Background: an optimization exercise with open tools, aiming at small area. Do not read the settings as production practice.
No run shown here included a check of the RTL's function; only the layout flow was run.

## flow/design.v (module list and top-level ports; edited modules follow where they fit)
// module complex_butterfly_bfp: 3675 lines
// module bfa: 4 lines
// module bha: 4 lines
module complex_butterfly_bfp #(
  parameter int IWL1    = 16,
  parameter int IWL2    = 16,
  parameter int OWL     = 16,
  parameter int LATENCY = 4,
  parameter int EXPW    = 5
) (
  input  logic            clk,
  input  logic            rst,
  input  logic            strb_in,
  input  logic [1:0]      mode,
  input  logic [IWL1-1:0] din1_re,
  input  logic [IWL1-1:0] din1_im,
  input  logic [IWL2-1:0] din2_re,
  input  logic [IWL2-1:0] din2_im,
  input  logic [IWL1-1:0] din3_re,
  input  logic [IWL1-1:0] din3_im,
  input  logic            stage_clr,
  input  logic            frame_start,
  output logic [OWL-1:0]  dout1_re,
  output logic [OWL-1:0]  dout1_im,
  output logic [OWL-1:0]  dout2_re,
  output logic [OWL-1:0]  dout2_im,
  output logic            strb_out,
  output logic            sat_out,
  output logic            grow,
  output logic [EXPW-1:0] blk_exp,
  output logic            busy,
  output logic            clr_err
);
  // ...
==> flow/run.sh <==
#!/bin/bash
# synth_recipe.tcl (not shown) runs the flow's synth.tcl, then flattens the netlist and writes it again
# the make line also repeats each setting of config.mk as NAME=value (left out here)
make -C /OpenROAD-flow-scripts/flow DESIGN_CONFIG=/design/flow/config.mk WORK_HOME=/design/flow/orfs CLKGATE_MAP_FILE= SYNTH_SCRIPT=/design/flow/synth_recipe.tcl finish
==> flow/config.mk <==
export PLATFORM = sky130hd
export DESIGN_NAME = complex_butterfly_bfp
export DESIGN_NICKNAME = complex_butterfly_bfp
export VERILOG_FILES = /design/flow/design.v
export SDC_FILE = /design/flow/constraint.sdc
export NUM_CORES = 4
export LEC_CHECK = 0
export ABC_AREA = 1
export CAP_MARGIN = 20
export CORE_MARGIN = 2
export CORE_UTILIZATION = 40
export SLEW_MARGIN = 20
export SYNTH_HIERARCHICAL = 1
export SYNTH_MINIMUM_KEEP_SIZE = 0
==> flow/constraint.sdc <==
create_clock -name core_clock -period 11.0 [get_ports {clk}]
set_input_delay 2.2000 -clock core_clock [delete_from_list [all_inputs] [get_ports {clk}]]
set_output_delay 2.2000 -clock core_clock [all_outputs]
set_load 0.01 [all_outputs]
==> impl_metrics.tcl, run 1 <==
set metrics [dict create \
    root_buffer "clkbuf_16" \
    gr-total-overflow 0 \
    ff2ff_path_depth 26 \
    final_cells 4371 \
    critPathMaxStageDelay_ns 0.94 \
    finClkSkew_ns 0.0248 \
    startpoint "din2_im[13]" \
    detailedRoute.firstIterationViolations 2453 \
    portBuffers 176 \
    fillers 7636 \
    final_cell_mix "fa_1 (546), xor2_1 (524), o22ai_1 (484), dfxtp_1 (275), nor2_1 (246)" \
    grt_pass1_vias 25700 \
    post_cts_buffers 0 \
    start_kind "input port" \
    dr.max_layer_used "met4" \
    synth-xor-area-share_pct 14.6 \
    pre_cts_ws_ns 1.74 \
    postCtsResizedCells 0 \
    die_h_um 286 \
    timing.rr.start "ap_im[0]" \
    period_needed_ns 8.75 \
    clk_path_buf_depth 3 \
    status "no timing/DRC/antenna violations" \
]
==> inputs of run 2 (changes only) <==
--- a/flow/design.v
+++ b/flow/design.v
@@ -2381,36 +2381,40 @@
   assign pp318 = ((one301 & b_im[15]) | (two302 & b_im[14])) ^ ~w_im[15];
   assign pp319 = ~(((one301 & b_im[15]) | (two302 & b_im[15])) ^ ~w_im[15]);
   assign ng320 = ~w_im[15];
   bha u_s321 (.a(ng120), .b(ng280), .s(s321), .co(c322));
   bfa u_s323 (.a(ng140), .b(ng300), .c(pp15), .s(s323), .co(c324));
   bha u_s325 (.a(pp33), .b(pp51), .s(s325), .co(c326));
   bfa u_s327 (.a(pp16), .b(pp34), .c(pp52), .s(s327), .co(c328));
   bha u_s329 (.a(pp70), .b(pp88), .s(s329), .co(c330));
-  bfa u_s331 (.a(1'b1), .b(ng160), .c(ng320), .s(s331), .co(c332));
+  assign s331 = 1'b1 ^ ng160 ^ ng320;
+  assign c332 = (1'b1 & ng160) | (1'b1 & ng320) | (ng160 & ng320);
   bfa u_s333 (.a(pp17), .b(pp35), .c(pp53), .s(s333), .co(c334));
   bfa u_s335 (.a(pp71), .b(pp89), .c(pp107), .s(s335), .co(c336));
   bfa u_s337 (.a(pp125), .b(pp143), .c(pp177), .s(s337), .co(c338));
   bfa u_s339 (.a(pp18), .b(pp36), .c(pp54), .s(s339), .co(c340));
   bfa u_s341 (.a(pp72), .b(pp90), .c(pp108), .s(s341), .co(c342));
   bfa u_s343 (.a(pp126), .b(pp144), .c(pp178), .s(s343), .co(c344));
   bha u_s345 (.a(pp196), .b(pp214), .s(s345), .co(c346));
   bfa u_s347 (.a(pp19), .b(pp37), .c(pp55), .s(s347), .co(c348));
   bfa u_s349 (.a(pp73), .b(pp91), .c(pp109), .s(s349), .co(c350));
   bfa u_s351 (.a(pp127), .b(pp145), .c(pp179), .s(s351), .co(c352));
   bha u_s353 (.a(pp197), .b(pp215), .s(s353), .co(c354));
-  bfa u_s355 (.a(1'b1), .b(pp38), .c(pp56), .s(s355), .co(c356));
+  assign s355 = 1'b1 ^ pp38 ^ pp56;
+  assign c356 = (1'b1 & pp38) | (1'b1 & pp56) | (pp38 & pp56);
   bfa u_s357 (.a(pp74), .b(pp92), .c(pp110), .s(s357), .co(c358));
   bfa u_s359 (.a(pp128), .b(pp146), .c(pp198), .s(s359), .co(c360));
-  bfa u_s361 (.a(1'b1), .b(pp39), .c(pp57), .s(s361), .co(c362));
+  assign s361 = 1'b1 ^ pp39 ^ pp57;
+  assign c362 = (1'b1 & pp39) | (1'b1 & pp57) | (pp39 & pp57);
   bfa u_s363 (.a(pp75), .b(pp93), .c(pp111), .s(s363), .co(c364));
   bha u_s365 (.a(pp129), .b(pp147), .s(s365), .co(c366));
   bfa u_s367 (.a(pp58), .b(pp76), .c(pp94), .s(s367), .co(c368));
-  bha u_s369 (.a(1'b1), .b(pp59), .s(s369), .co(c370));
+  assign s369 = 1'b1 ^ pp59;
+  assign c370 = 1'b1 & pp59;
   bha u_s371 (.a(ng80), .b(ng240), .s(s371), .co(c372));
   bfa u_s373 (.a(ng100), .b(ng260), .c(pp11), .s(s373), .co(c374));
   bha u_s375 (.a(pp29), .b(pp47), .s(s375), .co(c376));
   bfa u_s377 (.a(pp12), .b(pp30), .c(pp48), .s(s377), .co(c378));
   bha u_s379 (.a(pp66), .b(pp84), .s(s379), .co(c380));
   bfa u_s381 (.a(s321), .b(pp13), .c(pp31), .s(s381), .co(c382));
   bfa u_s383 (.a(pp49), .b(pp67), .c(pp85), .s(s383), .co(c384));
   bfa u_s385 (.a(pp103), .b(pp173), .c(pp191), .s(s385), .co(c386));
@@ -2452,21 +2456,23 @@
   bfa u_s457 (.a(c366), .b(c362), .c(c364), .s(s457), .co(c458));
   bfa u_s459 (.a(pp77), .b(pp95), .c(pp113), .s(s459), .co(c460));
   bfa u_s461 (.a(pp131), .b(pp149), .c(pp219), .s(s461), .co(c462));
   bfa u_s463 (.a(pp237), .b(pp255), .c(pp273), .s(s463), .co(c464));
   bfa u_s465 (.a(pp291), .b(pp309), .c(s369), .s(s465), .co(c466));
   bfa u_s467 (.a(pp78), .b(pp96), .c(pp114), .s(s467), .co(c468));
   bfa u_s469 (.a(pp132), .b(pp150), .c(pp238), .s(s469), .co(c470));
   bfa u_s471 (.a(pp256), .b(pp274), .c(pp292), .s(s471), .co(c472));
-  bfa u_s473 (.a(1'b1), .b(pp79), .c(pp97), .s(s473), .co(c474));
+  assign s473 = 1'b1 ^ pp79 ^ pp97;
+  assign c474 = (1'b1 & pp79) | (1'b1 & pp97) | (pp79 & pp97);
   bfa u_s475 (.a(pp115), .b(pp133), .c(pp151), .s(s475), .co(c476));
   bha u_s477 (.a(pp239), .b(pp257), .s(s477), .co(c478));
   bfa u_s479 (.a(pp98), .b(pp116), .c(pp134), .s(s479), .co(c480));
-  bha u_s481 (.a(1'b1), .b(pp99), .s(s481), .co(c482));
+  assign s481 = 1'b1 ^ pp99;
+  assign c482 = 1'b1 & pp99;
   bfa u_s483 (.a(ng60), .b(ng220), .c(pp7), .s(s483), .co(c484));
   bha u_s485 (.a(pp8), .b(pp26), .s(s485), .co(c486));
   bfa u_s487 (.a(s371), .b(pp9), .c(pp27), .s(s487), .co(c488));
   bfa u_s489 (.a(pp45), .b(pp63), .c(pp169), .s(s489), .co(c490));
   bfa u_s491 (.a(c372), .b(pp10), .c(pp28), .s(s491), .co(c492));
   bfa u_s493 (.a(pp46), .b(pp64), .c(pp170), .s(s493), .co(c494));
   bha u_s495 (.a(pp188), .b(pp206), .s(s495), .co(c496));
   bfa u_s497 (.a(pp65), .b(pp83), .c(pp171), .s(s497), .co(c498));
@@ -2517,17 +2523,18 @@
   bfa u_s587 (.a(pp152), .b(pp258), .c(pp276), .s(s587), .co(c588));
   bfa u_s589 (.a(pp294), .b(pp312), .c(c478), .s(s589), .co(c590));
   bfa u_s591 (.a(c474), .b(c476), .c(s479), .s(s591), .co(c592));
   bfa u_s593 (.a(pp117), .b(pp135), .c(pp153), .s(s593), .co(c594));
   bfa u_s595 (.a(pp259), .b(pp277), .c(pp295), .s(s595), .co(c596));
   bfa u_s597 (.a(pp313), .b(s481), .c(c480), .s(s597), .co(c598));
   bfa u_s599 (.a(pp118), .b(pp136), .c(pp154), .s(s599), .co(c600));
   bfa u_s601 (.a(pp278), .b(pp296), .c(pp314), .s(s601), .co(c602));
-  bfa u_s603 (.a(1'b1), .b(pp119), .c(pp137), .s(s603), .co(c604));
+  assign s603 = 1'b1 ^ pp119 ^ pp137;
+  assign c604 = (1'b1 & pp119) | (1'b1 & pp137) | (pp119 & pp137);
   bha u_s605 (.a(pp155), .b(pp279), .s(s605), .co(c606));
   bfa u_s607 (.a(ng40), .b(ng200), .c(pp5), .s(s607), .co(c608));
   bha u_s609 (.a(pp6), .b(pp24), .s(s609), .co(c610));
   bfa u_s611 (.a(pp25), .b(pp43), .c(pp167), .s(s611), .co(c612));
   bha u_s613 (.a(pp185), .b(pp203), .s(s613), .co(c614));
   bfa u_s615 (.a(pp44), .b(pp168), .c(pp186), .s(s615), .co(c616));
   bfa u_s617 (.a(pp204), .b(s485), .c(c484), .s(s617), .co(c618));
   bfa u_s619 (.a(pp187), .b(pp205), .c(pp223), .s(s619), .co(c620));
@@ -2569,17 +2576,18 @@
   bfa u_s691 (.a(c588), .b(s593), .c(s595), .s(s691), .co(c692));
   bfa u_s693 (.a(c590), .b(c592), .c(s597), .s(s693), .co(c694));
   bfa u_s695 (.a(c482), .b(c594), .c(c596), .s(s695), .co(c696));
   bfa u_s697 (.a(s599), .b(s601), .c(c598), .s(s697), .co(c698));
   bfa u_s699 (.a(pp297), .b(pp315), .c(s605), .s(s699), .co(c700));
   bfa u_s701 (.a(c600), .b(c602), .c(s603), .s(s701), .co(c702));
   bfa u_s703 (.a(pp138), .b(pp156), .c(pp298), .s(s703), .co(c704));
   bfa u_s705 (.a(pp316), .b(c606), .c(c604), .s(s705), .co(c706));
-  bfa u_s707 (.a(1'b1), .b(pp139), .c(pp157), .s(s707), .co(c708));
+  assign s707 = 1'b1 ^ pp139 ^ pp157;
+  assign c708 = (1'b1 & pp139) | (1'b1 & pp157) | (pp139 & pp157);
   bha u_s709 (.a(pp299), .b(pp317), .s(s709), .co(c710));
   bha u_s711 (.a(ng20), .b(ng180), .s(s711), .co(c712));
   bha u_s713 (.a(pp23), .b(pp165), .s(s713), .co(c714));
   bfa u_s715 (.a(pp166), .b(pp184), .c(s609), .s(s715), .co(c716));
   bfa u_s717 (.a(c610), .b(s613), .c(s611), .s(s717), .co(c718));
   bfa u_s719 (.a(c614), .b(c612), .c(s615), .s(s719), .co(c720));
   bfa u_s721 (.a(c616), .b(s619), .c(c618), .s(s721), .co(c722));
   bfa u_s723 (.a(c620), .b(c622), .c(s623), .s(s723), .co(c724));
@@ -2600,17 +2608,18 @@
   bfa u_s753 (.a(c680), .b(s683), .c(s685), .s(s753), .co(c754));
   bfa u_s755 (.a(s687), .b(c684), .c(s689), .s(s755), .co(c756));
   bfa u_s757 (.a(s691), .b(c688), .c(c690), .s(s757), .co(c758));
   bfa u_s759 (.a(c692), .b(s695), .c(c694), .s(s759), .co(c760));
   bfa u_s761 (.a(s699), .b(c696), .c(s701), .s(s761), .co(c762));
   bfa u_s763 (.a(s703), .b(c700), .c(c702), .s(s763), .co(c764));
   bfa u_s765 (.a(s709), .b(c704), .c(s707), .s(s765), .co(c766));
   bfa u_s767 (.a(pp158), .b(pp318), .c(c710), .s(s767), .co(c768));
-  bha u_s769 (.a(1'b1), .b(pp159), .s(s769), .co(c770));
+  assign s769 = 1'b1 ^ pp159;
+  assign c770 = 1'b1 & pp159;
   bha u_s771 (.a(s711), .b(pp3), .s(s771), .co(c772));
   bfa u_s773 (.a(c712), .b(pp4), .c(pp164), .s(s773), .co(c774));
   bfa u_s775 (.a(pp183), .b(s713), .c(s607), .s(s775), .co(c776));
   bfa u_s777 (.a(c714), .b(c608), .c(s715), .s(s777), .co(c778));
   bfa u_s779 (.a(s483), .b(c716), .c(s717), .s(s779), .co(c780));
   bfa u_s781 (.a(c718), .b(s617), .c(s719), .s(s781), .co(c782));
   bfa u_s783 (.a(c720), .b(s621), .c(s721), .s(s783), .co(c784));
   bfa u_s785 (.a(s625), .b(c722), .c(s723), .s(s785), .co(c786));
@@ -2925,36 +2934,40 @@
   assign pp1118 = ((one141 & b_im[15]) | (two142 & b_im[14])) ^ w_re[15];
   assign pp1119 = ~(((one141 & b_im[15]) | (two142 & b_im[15])) ^ w_re[15]);
   assign ng1120 = w_re[15];
   bha u_s1121 (.a(ng940), .b(ng1084), .s(s1121), .co(c1122));
   bfa u_s1123 (.a(ng958), .b(ng1102), .c(pp845), .s(s1123), .co(c1124));
   bha u_s1125 (.a(pp861), .b(pp877), .s(s1125), .co(c1126));
   bfa u_s1127 (.a(pp846), .b(pp862), .c(pp878), .s(s1127), .co(c1128));
   bha u_s1129 (.a(pp894), .b(pp910), .s(s1129), .co(c1130));
-  bfa u_s1131 (.a(1'b1), .b(ng976), .c(ng1120), .s(s1131), .co(c1132));
+  assign s1131 = 1'b1 ^ ng976 ^ ng1120;
+  assign c1132 = (1'b1 & ng976) | (1'b1 & ng1120) | (ng976 & ng1120);
   bfa u_s1133 (.a(pp847), .b(pp863), .c(pp879), .s(s1133), .co(c1134));
   bfa u_s1135 (.a(pp895), .b(pp911), .c(pp927), .s(s1135), .co(c1136));
   bfa u_s1137 (.a(pp943), .b(pp959), .c(pp991), .s(s1137), .co(c1138));
   bfa u_s1139 (.a(pp848), .b(pp864), .c(pp880), .s(s1139), .co(c1140));
   bfa u_s1141 (.a(pp896), .b(pp912), .c(pp928), .s(s1141), .co(c1142));
   bfa u_s1143 (.a(pp944), .b(pp960), .c(pp992), .s(s1143), .co(c1144));
   bha u_s1145 (.a(pp1008), .b(pp1024), .s(s1145), .co(c1146));
   bfa u_s1147 (.a(pp849), .b(pp865), .c(pp881), .s(s1147), .co(c1148));
   bfa u_s1149 (.a(pp897), .b(pp913), .c(pp929), .s(s1149), .co(c1150));
   bfa u_s1151 (.a(pp945), .b(pp961), .c(pp993), .s(s1151), .co(c1152));
   bha u_s1153 (.a(pp1009), .b(pp1025), .s(s1153), .co(c1154));
-  bfa u_s1155 (.a(1'b1), .b(pp866), .c(pp882), .s(s1155), .co(c1156));
+  assign s1155 = 1'b1 ^ pp866 ^ pp882;
+  assign c1156 = (1'b1 & pp866) | (1'b1 & pp882) | (pp866 & pp882);
   bfa u_s1157 (.a(pp898), .b(pp914), .c(pp930), .s(s1157), .co(c1158));
   bfa u_s1159 (.a(pp946), .b(pp962), .c(pp1010), .s(s1159), .co(c1160));
-  bfa u_s1161 (.a(1'b1), .b(pp867), .c(pp883), .s(s1161), .co(c1162));
+  assign s1161 = 1'b1 ^ pp867 ^ pp883;
+  assign c1162 = (1'b1 & pp867) | (1'b1 & pp883) | (pp867 & pp883);
   bfa u_s1163 (.a(pp899), .b(pp915), .c(pp931), .s(s1163), .co(c1164));
   bha u_s1165 (.a(pp947), .b(pp963), .s(s1165), .co(c1166));
   bfa u_s1167 (.a(pp884), .b(pp900), .c(pp916), .s(s1167), .co(c1168));
-  bha u_s1169 (.a(1'b1), .b(pp885), .s(s1169), .co(c1170));
+  assign s1169 = 1'b1 ^ pp885;
+  assign c1170 = 1'b1 & pp885;
   bha u_s1171 (.a(ng904), .b(ng1048), .s(s1171), .co(c1172));
   bfa u_s1173 (.a(ng922), .b(ng1066), .c(pp841), .s(s1173), .co(c1174));
   bha u_s1175 (.a(pp857), .b(pp873), .s(s1175), .co(c1176));
   bfa u_s1177 (.a(pp842), .b(pp858), .c(pp874), .s(s1177), .co(c1178));
   bha u_s1179 (.a(pp890), .b(pp906), .s(s1179), .co(c1180));
   bfa u_s1181 (.a(s1121), .b(pp843), .c(pp859), .s(s1181), .co(c1182));
   bfa u_s1183 (.a(pp875), .b(pp891), .c(pp907), .s(s1183), .co(c1184));
   bfa u_s1185 (.a(pp923), .b(pp987), .c(pp1003), .s(s1185), .co(c1186));
@@ -2996,21 +3009,23 @@
   bfa u_s1257 (.a(c1166), .b(c1162), .c(c1164), .s(s1257), .co(c1258));
   bfa u_s1259 (.a(pp901), .b(pp917), .c(pp933), .s(s1259), .co(c1260));
   bfa u_s1261 (.a(pp949), .b(pp965), .c(pp1029), .s(s1261), .co(c1262));
   bfa u_s1263 (.a(pp1045), .b(pp1061), .c(pp1077), .s(s1263), .co(c1264));
   bfa u_s1265 (.a(pp1093), .b(pp1109), .c(s1169), .s(s1265), .co(c1266));
   bfa u_s1267 (.a(pp902), .b(pp918), .c(pp934), .s(s1267), .co(c1268));
   bfa u_s1269 (.a(pp950), .b(pp966), .c(pp1046), .s(s1269), .co(c1270));
   bfa u_s1271 (.a(pp1062), .b(pp1078), .c(pp1094), .s(s1271), .co(c1272));
-  bfa u_s1273 (.a(1'b1), .b(pp903), .c(pp919), .s(s1273), .co(c1274));
+  assign s1273 = 1'b1 ^ pp903 ^ pp919;
+  assign c1274 = (1'b1 & pp903) | (1'b1 & pp919) | (pp903 & pp919);
   bfa u_s1275 (.a(pp935), .b(pp951), .c(pp967), .s(s1275), .co(c1276));
   bha u_s1277 (.a(pp1047), .b(pp1063), .s(s1277), .co(c1278));
   bfa u_s1279 (.a(pp920), .b(pp936), .c(pp952), .s(s1279), .co(c1280));
-  bha u_s1281 (.a(1'b1), .b(pp921), .s(s1281), .co(c1282));
+  assign s1281 = 1'b1 ^ pp921;
+  assign c1282 = 1'b1 & pp921;
   bfa u_s1283 (.a(ng886), .b(ng1030), .c(pp837), .s(s1283), .co(c1284));
   bha u_s1285 (.a(pp838), .b(pp854), .s(s1285), .co(c1286));
   bfa u_s1287 (.a(s1171), .b(pp839), .c(pp855), .s(s1287), .co(c1288));
   bfa u_s1289 (.a(pp871), .b(pp887), .c(pp983), .s(s1289), .co(c1290));
   bfa u_s1291 (.a(c1172), .b(pp840), .c(pp856), .s(s1291), .co(c1292));
   bfa u_s1293 (.a(pp872), .b(pp888), .c(pp984), .s(s1293), .co(c1294));
   bha u_s1295 (.a(pp1000), .b(pp1016), .s(s1295), .co(c1296));
   bfa u_s1297 (.a(pp889), .b(pp905), .c(pp985), .s(s1297), .co(c1298));
@@ -3061,17 +3076,18 @@
   bfa u_s1387 (.a(pp968), .b(pp1064), .c(pp1080), .s(s1387), .co(c1388));
   bfa u_s1389 (.a(pp1096), .b(pp1112), .c(c1278), .s(s1389), .co(c1390));
   bfa u_s1391 (.a(c1274), .b(c1276), .c(s1279), .s(s1391), .co(c1392));
   bfa u_s1393 (.a(pp937), .b(pp953), .c(pp969), .s(s1393), .co(c1394));
   bfa u_s1395 (.a(pp1065), .b(pp1081), .c(pp1097), .s(s1395), .co(c1396));
   bfa u_s1397 (.a(pp1113), .b(s1281), .c(c1280), .s(s1397), .co(c1398));
   bfa u_s1399 (.a(pp938), .b(pp954), .c(pp970), .s(s1399), .co(c1400));
   bfa u_s1401 (.a(pp1082), .b(pp1098), .c(pp1114), .s(s1401), .co(c1402));
-  bfa u_s1403 (.a(1'b1), .b(pp939), .c(pp955), .s(s1403), .co(c1404));
+  assign s1403 = 1'b1 ^ pp939 ^ pp955;
+  assign c1404 = (1'b1 & pp939) | (1'b1 & pp955) | (pp939 & pp955);
   bha u_s1405 (.a(pp971), .b(pp1083), .s(s1405), .co(c1406));
   bfa u_s1407 (.a(ng868), .b(ng1012), .c(pp835), .s(s1407), .co(c1408));
   bha u_s1409 (.a(pp836), .b(pp852), .s(s1409), .co(c1410));
   bfa u_s1411 (.a(pp853), .b(pp869), .c(pp981), .s(s1411), .co(c1412));
   bha u_s1413 (.a(pp997), .b(pp1013), .s(s1413), .co(c1414));
   bfa u_s1415 (.a(pp870), .b(pp982), .c(pp998), .s(s1415), .co(c1416));
   bfa u_s1417 (.a(pp1014), .b(s1285), .c(c1284), .s(s1417), .co(c1418));
   bfa u_s1419 (.a(pp999), .b(pp1015), .c(pp1031), .s(s1419), .co(c1420));
@@ -3113,17 +3129,18 @@
   bfa u_s1491 (.a(c1388), .b(s1393), .c(s1395), .s(s1491), .co(c1492));
   bfa u_s1493 (.a(c1390), .b(c1392), .c(s1397), .s(s1493), .co(c1494));
   bfa u_s1495 (.a(c1282), .b(c1394), .c(c1396), .s(s1495), .co(c1496));
   bfa u_s1497 (.a(s1399), .b(s1401), .c(c1398), .s(s1497), .co(c1498));
   bfa u_s1499 (.a(pp1099), .b(pp1115), .c(s1405), .s(s1499), .co(c1500));
   bfa u_s1501 (.a(c1400), .b(c1402), .c(s1403), .s(s1501), .co(c1502));
   bfa u_s1503 (.a(pp956), .b(pp972), .c(pp1100), .s(s1503), .co(c1504));
   bfa u_s1505 (.a(pp1116), .b(c1406), .c(c1404), .s(s1505), .co(c1506));
-  bfa u_s1507 (.a(1'b1), .b(pp957), .c(pp973), .s(s1507), .co(c1508));
+  assign s1507 = 1'b1 ^ pp957 ^ pp973;
+  assign c1508 = (1'b1 & pp957) | (1'b1 & pp973) | (pp957 & pp973);
   bha u_s1509 (.a(pp1101), .b(pp1117), .s(s1509), .co(c1510));
   bha u_s1511 (.a(ng850), .b(ng994), .s(s1511), .co(c1512));
   bha u_s1513 (.a(pp851), .b(pp979), .s(s1513), .co(c1514));
   bfa u_s1515 (.a(pp980), .b(pp996), .c(s1409), .s(s1515), .co(c1516));
   bfa u_s1517 (.a(c1410), .b(s1413), .c(s1411), .s(s1517), .co(c1518));
   bfa u_s1519 (.a(c1414), .b(c1412), .c(s1415), .s(s1519), .co(c1520));
   bfa u_s1521 (.a(c1416), .b(s1419), .c(c1418), .s(s1521), .co(c1522));
   bfa u_s1523 (.a(c1420), .b(c1422), .c(s1423), .s(s1523), .co(c1524));
@@ -3144,17 +3161,18 @@
   bfa u_s1553 (.a(c1480), .b(s1483), .c(s1485), .s(s1553), .co(c1554));
   bfa u_s1555 (.a(s1487), .b(c1484), .c(s1489), .s(s1555), .co(c1556));
   bfa u_s1557 (.a(s1491), .b(c1488), .c(c1490), .s(s1557), .co(c1558));
   bfa u_s1559 (.a(c1492), .b(s1495), .c(c1494), .s(s1559), .co(c1560));
   bfa u_s1561 (.a(s1499), .b(c1496), .c(s1501), .s(s1561), .co(c1562));
   bfa u_s1563 (.a(s1503), .b(c1500), .c(c1502), .s(s1563), .co(c1564));
   bfa u_s1565 (.a(s1509), .b(c1504), .c(s1507), .s(s1565), .co(c1566));
   bfa u_s1567 (.a(pp974), .b(pp1118), .c(c1510), .s(s1567), .co(c1568));
-  bha u_s1569 (.a(1'b1), .b(pp975), .s(s1569), .co(c1570));
+  assign s1569 = 1'b1 ^ pp975;
+  assign c1570 = 1'b1 & pp975;
   bha u_s1571 (.a(s1511), .b(pp833), .s(s1571), .co(c1572));
   bfa u_s1573 (.a(c1512), .b(pp834), .c(pp978), .s(s1573), .co(c1574));
   bfa u_s1575 (.a(pp995), .b(s1513), .c(s1407), .s(s1575), .co(c1576));
   bfa u_s1577 (.a(c1514), .b(c1408), .c(s1515), .s(s1577), .co(c1578));
   bfa u_s1579 (.a(s1283), .b(c1516), .c(s1517), .s(s1579), .co(c1580));
   bfa u_s1581 (.a(c1518), .b(s1417), .c(s1519), .s(s1581), .co(c1582));
   bfa u_s1583 (.a(c1520), .b(s1421), .c(s1521), .s(s1583), .co(c1584));
   bfa u_s1585 (.a(s1425), .b(c1522), .c(s1523), .s(s1585), .co(c1586));
==> flow/flow/run.sh (new file) <==
#!/bin/bash
# The standard ORFS layout, except that the ports are buffered with the platform's
# smallest buffer instead of the delay buffer buffer_ports picks by default.
set -euo pipefail
export BUFFER_PORTS_ARGS="-buffer_cell sky130_fd_sc_hd__buf_1"
bash standard.sh > standard_flow.log 2>&1
==> flow/standard.sh (new file) <==
#!/bin/bash
# synth_recipe.tcl (not shown) runs the flow's synth.tcl, then flattens the netlist and writes it again
# the make line also repeats each setting of config.mk as NAME=value (left out here)
make -C /OpenROAD-flow-scripts/flow DESIGN_CONFIG=/design/flow/config.mk WORK_HOME=/design/flow/orfs CLKGATE_MAP_FILE= SYNTH_SCRIPT=/design/flow/synth_recipe.tcl "${@:-finish}"
removed: flow/run.sh
==> impl_metrics.tcl, run 2 <==
set metrics [dict create \
    cp_max_fo 23 \
    start_util_pct 40.5 \
    synth_ff_type "dfxtp_1" \
    netlist_instances 3304 \
    crit_type "in -> reg" \
    root_buffer "clkbuf_16" \
    finClkSkew_ns 0.0158 \
    setup_tns_ns 0 \
    finalCritPeriodShare_pct 83.6 \
    dp_hpwl_um 78200 \
    grt_pass1_wl_um 158000 \
    critPathBufInv 3 \
    row_count 103 \
    yosys.area.top_type "fa_1" \
    antenna_found_initial 2 \
    routed_wl_um 104000 \
    timing.slew.headroom_pct 31.4 \
    coreArea_sq_mm 0.0790 \
    timing.hold.ws_ns 0.319 \
    gp_congestion 0.985 \
    worstPathArrival_ns 9.59 \
    final_common_cell "fa_1" \
    grt_max_degree 77 \
    gr-total-overflow 0 \
    synthTopCellsByCount "fa_1 (534), xor2_1 (527), o22ai_1 (462)" \
    synth-async-reset-ratio_pct 0 \
    pre_cts_ws_ns 1.40 \
    design.die.area_sq_mm 0.0822 \
    synth_top_area_share_pct 33.4 \
    postCtsResizedCells 0 \
    clkTransAtPathRegs_ns 0.06 \
    dpl.cell_count 4327 \
    ys_ff_latch 277 \
    finalHoldViolCount 0 \
    final_cell_mix "fa_1 (534), xor2_1 (527), o22ai_1 (462), dfxtp_1 (275), nor2_1 (240)" \
    timing.final.ws_setup_ns 1.80 \
    detailedRoute.firstIterationViolations 2858 \
    clk_latency_ns 0.53 \
    crit_slowest_cell "o21ai_2" \
    synth_cell_type_count 44 \
    cts_tree "done" \
    via_per_inst 5.85 \
    htree_levels 1 \
    portBuffers 176 \
    max_cap_viol_count 0 \
    end_kind "flop" \
    synth_area_sq_mm 0.0320 \
    vias 25600 \
    cts_buffers 27 \
    critPathMaxStageDelay_ns 0.83 \
    setup_viol 0 \
    cts.sinks 277 \
    cp_common_cell "fa_1" \
    die_h_um 287 \
    period_needed_ns 9.20 \
    remaining_drc_errors 0 \
    synth-edff-count 0 \
    status "no timing/DRC/antenna violations" \
    post_cts_buffers 0 \
    nets 4091 \
    ff2ff_path_depth 24 \
    clk_path_buf_depth 3 \
    synth_area_per_cell_sq_um 9.67 \
    cp_top_family "adder cells" \
    ys_seq_area_share_pct 17.3 \
    hold_path.class "reg -> reg" \
    drive_above_1_share_pct 7.00 \
    yosys_warnings 7 \
    yosys-top-cells-area "fa_1 (33%), dfxtp_1 (17%), xor2_1 (14%), o22ai_1 (9.0%), ha_1 (5.8%)" \
    grt_setup_unrepaired "no" \
    gr-usage-all-layers_pct 25.0 \
    worstMarginPinSlew_ns 1.03 \
    start_kind "input port" \
    die_w_um 287 \
    hold-path-cell-count 0 \
    crit_cells 26 \
    grt_pass1_vias 25800 \
    final_cells 4378 \
    hold_buffers 0 \
    yosys.cell_count.top_type "fa_1" \
    reg_top3 "w3: 65 flops, w3b: 65 flops, w4: 65 flops" \
    worstPathRequired_ns 11.40 \
    ioPinCount 177 \
    clock.fmax_ghz 0.109 \
    ant_nets 0 \
    dr.pass1.iters 7 \
    routedWlPerCell_um 23.7 \
    finalMaxSlewViolations 0 \
    synthToLayoutAreaGrowth_pct 7.27 \
]
[run 2: Yosys stat by module (local to each module, per instance)]
module                 cell area, sq um  cells inside
complex_butterfly_bfp             22400          2810
bha                                12.5             1
bfa                                20.0             1
[run 2: logic make-up after synthesis]
kind of cell             share of synthesized area, %
buffers and inverters                            7.21
AND/OR/NAND/NOR                                  6.30
flip-flops                                       17.3
AO/OA/AOI/OAI                                    15.3
adder cells (fa/ha/maj)                          39.2
multiplexers                                   0.0313
XOR/XNOR                                         14.6
[run 2: layer usage]
metal	track usage [%]	share of wire, %
met5	0	0
met4	11.2	5.1
met3	5.21	11
met2	38.1	43
met1	34.3	41
[run 2: area by class of cell]
cell class              count  area (sq um)
clock inverters            12           159
fillers                  7740         44700
repair buffers            281          1460
flip-flops and latches    277          5550
diodes                      1          2.50
inverters                 235           882
well taps                1050          1310
clock buffers              38           757
multi-input cells        2484         24200
[run 2: worst paths after layout]
path | startpoint | endpoint | slack, ns
worst max-delay path | din2_im[3] | q_im[16] | 1.80
worst min-delay path | w3[31] | w3b[31] | 0.32
worst max register to register | ap_re[0] | w3[17] | 2.50
worst min register to register | w3[31] | w3b[31] | 0.32
[run 2: stage by stage]
stage	utilization (%)	cell area [sq um]
3_3_place_gp	42.2	33400
6_report	43.4	34300
2_1_floorplan	-	32000
5_1_grt	43.4	34300
3_5_place_dp	42.2	33400
4_1_cts	43.4	34300
==> inputs of run 3 (changes only) <==
==> flow/flow/run.sh (replaced) <==
#!/bin/bash
set -euo pipefail
export BUFFER_PORTS_ARGS="-buffer_cell sky130_fd_sc_hd__buf_1"
export RECOVER_POWER=100
bash standard.sh > standard_flow.log 2>&1
--- a/flow/config.mk
+++ b/flow/config.mk
@@ -6,9 +6,9 @@
 export NUM_CORES = 4
 export LEC_CHECK = 0
 export ABC_AREA = 1
-export CAP_MARGIN = 20
+export CAP_MARGIN = 0
 export CORE_MARGIN = 2
 export CORE_UTILIZATION = 40
-export SLEW_MARGIN = 20
+export SLEW_MARGIN = 0
 export SYNTH_HIERARCHICAL = 1
 export SYNTH_MINIMUM_KEEP_SIZE = 0
==> impl_metrics.tcl, run 3 <==
set metrics [dict create \
    via_per_inst 5.82 \
    finalCritPeriodShare_pct 85.1 \
    clock.fmax_ghz 0.107 \
    reg_top3 "w3: 65 flops, w3b: 65 flops, w4: 65 flops" \
    cts_tree "done" \
    timing.slew.headroom_pct -96.6 \
    hold_buffers 0 \
    finalHoldViolCount 0 \
    dp_hpwl_um 78200 \
    grt_max_degree 77 \
    final_common_cell "fa_1" \
    synthToLayoutAreaGrowth_pct 7.15 \
    dr.pass1.iters 6 \
    synth_area_per_cell_sq_um 9.67 \
    nets 4091 \
    setup_tns_ns 0 \
    hold_path.class "reg -> reg" \
    worstPathRequired_ns 11.39 \
    pre_cts_ws_ns 1.40 \
    root_buffer "clkbuf_16" \
    synthTopCellsByCount "fa_1 (534), xor2_1 (527), o22ai_1 (462)" \
    ioPinCount 177 \
    yosys.area.top_type "fa_1" \
    drive_above_1_share_pct 6.55 \
    die_w_um 287 \
    antenna_found_initial 2 \
    clk_latency_ns 0.53 \
    final_cell_mix "fa_1 (534), xor2_1 (527), o22ai_1 (462), dfxtp_1 (276), nor2_1 (241)" \
    yosys-top-cells-area "fa_1 (33%), dfxtp_1 (17%), xor2_1 (14%), o22ai_1 (9.0%), ha_1 (5.8%)" \
    routedWlPerCell_um 23.7 \
    period_needed_ns 9.36 \
    gr-total-overflow 0 \
    cp_max_fo 23 \
    synth_ff_type "dfxtp_1" \
    grt_setup_unrepaired "no" \
    worstPathArrival_ns 9.76 \
    grt_pass1_vias 25800 \
    portBuffers 176 \
    so_faults "max-capacitance violations, max-slew violations" \
    cts.sinks 277 \
    post_cts_buffers 0 \
    gr-usage-all-layers_pct 25.0 \
    clk_path_buf_depth 3 \
    final_core_utilization_pct 43.4 \
    ant_nets 0 \
    finClkSkew_ns 0.0149 \
    yosys_warnings 7 \
    grt_pass1_wl_um 158000 \
    detailedRoute.firstIterationViolations 2722 \
    worstMarginPinSlew_ns 2.95 \
    synth_area_sq_mm 0.0320 \
    finalMaxSlewViolations 201 \
    synth-edff-count 0 \
    ys_ff_latch 277 \
    ys_seq_area_share_pct 17.3 \
    coreArea_sq_mm 0.0790 \
    vias 25500 \
    end_kind "flop" \
    die_h_um 287 \
    yosys.cell_count.top_type "fa_1" \
    design.die.area_sq_mm 0.0822 \
    netlist_instances 3304 \
    synth_cell_type_count 44 \
    setup_viol 0 \
    remaining_drc_errors 0 \
    postCtsResizedCells 0 \
    routed_wl_um 104000 \
    status "finished with violations" \
    htree_levels 1 \
    fillers 7749 \
    cts_buffers 27 \
    timing.final.ws_setup_ns 1.64 \
    crit_type "in -> reg" \
    start_kind "input port" \
    start_util_pct 40.5 \
    max_cap_viol_count 3 \
    row_count 103 \
    synth_top_area_share_pct 33.4 \
    clkTransAtPathRegs_ns 0.06 \
    synth-async-reset-ratio_pct 0 \
    gp_congestion 0.985 \
]
==> run 3: cell count changes in the layout (fill, tap and decap cells not counted), sizes merged <==
| cell | before | now |
|---|---|---|
| clkbuf | 46 | 53 |
| buf | 273 | 266 |
| inv | 229 | 228 |
| clkinv | 13 | 14 |
==> run 3: layout make-up <==
type | instances | area [sq um] | share of cell area, %
Inverter | 235 | 882 | 2.58
Timing Repair Buffer | 281 | 1440 | 4.21
Clock inverter | 12 | 159 | 0.464
Multi-Input combinational cell | 2484 | 24100 | 70.5
Tap cell | 1050 | 1310 | 3.84
Sequential cell | 277 | 5550 | 16.2
Antenna cell | 1 | 2.50 | 0.00731
Clock buffer | 38 | 757 | 2.21
==> run 3: cells by family after synthesis <==
kind of cell | after synthesis | share of synthesized area (%)
AO/OA/AOI/OAI | 763 | 15.3
adder cells (fa/ha/maj) | 682 | 39.2
buffers and inverters | 543 | 7.21
XOR/XNOR | 532 | 14.6
AND/OR/NAND/NOR | 506 | 6.30
flip-flops | 277 | 17.3
multiplexers | 1 | 0.0313
==> run 3: final timing paths <==
kind / from / endpoint / slack, ns / cells past startpoint
max reg2reg: q_im[0] / w3[45] / 2.45 / 25
min: w3[31] / w3b[31] / 0.32 / 0
min reg2reg: w3[31] / w3b[31] / 0.32 / 0
max: din2_im[3] / q_re[16] / 1.64 / 27
==> run 3: modules after synthesis (local to each module, per instance) <==
| module | cell area [sq um] | flops+latches | cells inside |
|---|---|---|---|
| bfa | 20.0 | 0 | 1 |
| bha | 12.5 | 0 | 1 |
| complex_butterfly_bfp | 22400 | 277 | 2810 |
==> run 3: worst max-delay path: stages <==
cell and delay (ns):
clkbuf_1 0.62, clkinv_1 0.15, buf_4 0.30, o21ai_2 0.85
clkbuf_1 0.77, o22ai_1 0.17, xor2_1 0.24, fa_1 0.47
fa_1 0.41, fa_1 0.49, fa_1 0.55, fa_1 0.42
ha_1 0.30, a21o_1 0.16, a21oi_1 0.15, o21bai_1 0.08
nor2_1 0.08, nand2_1 0.14, nand2_1 0.10, nand2_1 0.12
nand2_1 0.09, nand2_1 0.08, nand2_1 0.07, nand2_1 0.06
fa_1 0.37, xnor2_1 0.15, xor2_1 0.15
==> run 3: through the flow <==
stage	hold slack [ns]	cells	instance area, sq um
final	0.320	4378	34200
after global routing	0.316	4377	34200
after CTS	0.313	4377	34300
after detailed placement	0.312	4327	33400
after global placement	0.311	4327	33400
after floorplan	0.310	3304	32000
==> run 3: metal layers <==
metal | routed length, um | track usage, %
met3 | 11300 | 5.21
met5 | 0 | 0
met4 | 5110 | 11.2
met2 | 45100 | 38.1
met1 | 42300 | 34.3

[separate check: timing with driven ports]
No port has a modelled driver above. Below, the same layouts with a new extraction and two added sets of constraints.
Step 1, drivers: a clkbuf_16 drives clk and a buf_2 each remaining input, both assumed.
Step 2 also shifts input and output timing later by t, the mid clock arrival at the registers, as if the neighbouring blocks saw the same clock.
Slacks: no drivers / after step 1 / after step 2; pairs: no drivers / after step 1.
run	shift t [ns]	slack for setup (ns)	worst setup path after step 2
run 1	0.603	2.248 / 2.215 / 1.612	input to register
run 2	0.576	1.805 / 1.825 / 1.249	input to register
run 3	0.577	1.638 / 1.659 / 1.082	input to register
The setup slack of run 1, which loses most, moves by -0.033 ns with the drivers and by -0.636 ns with both steps.
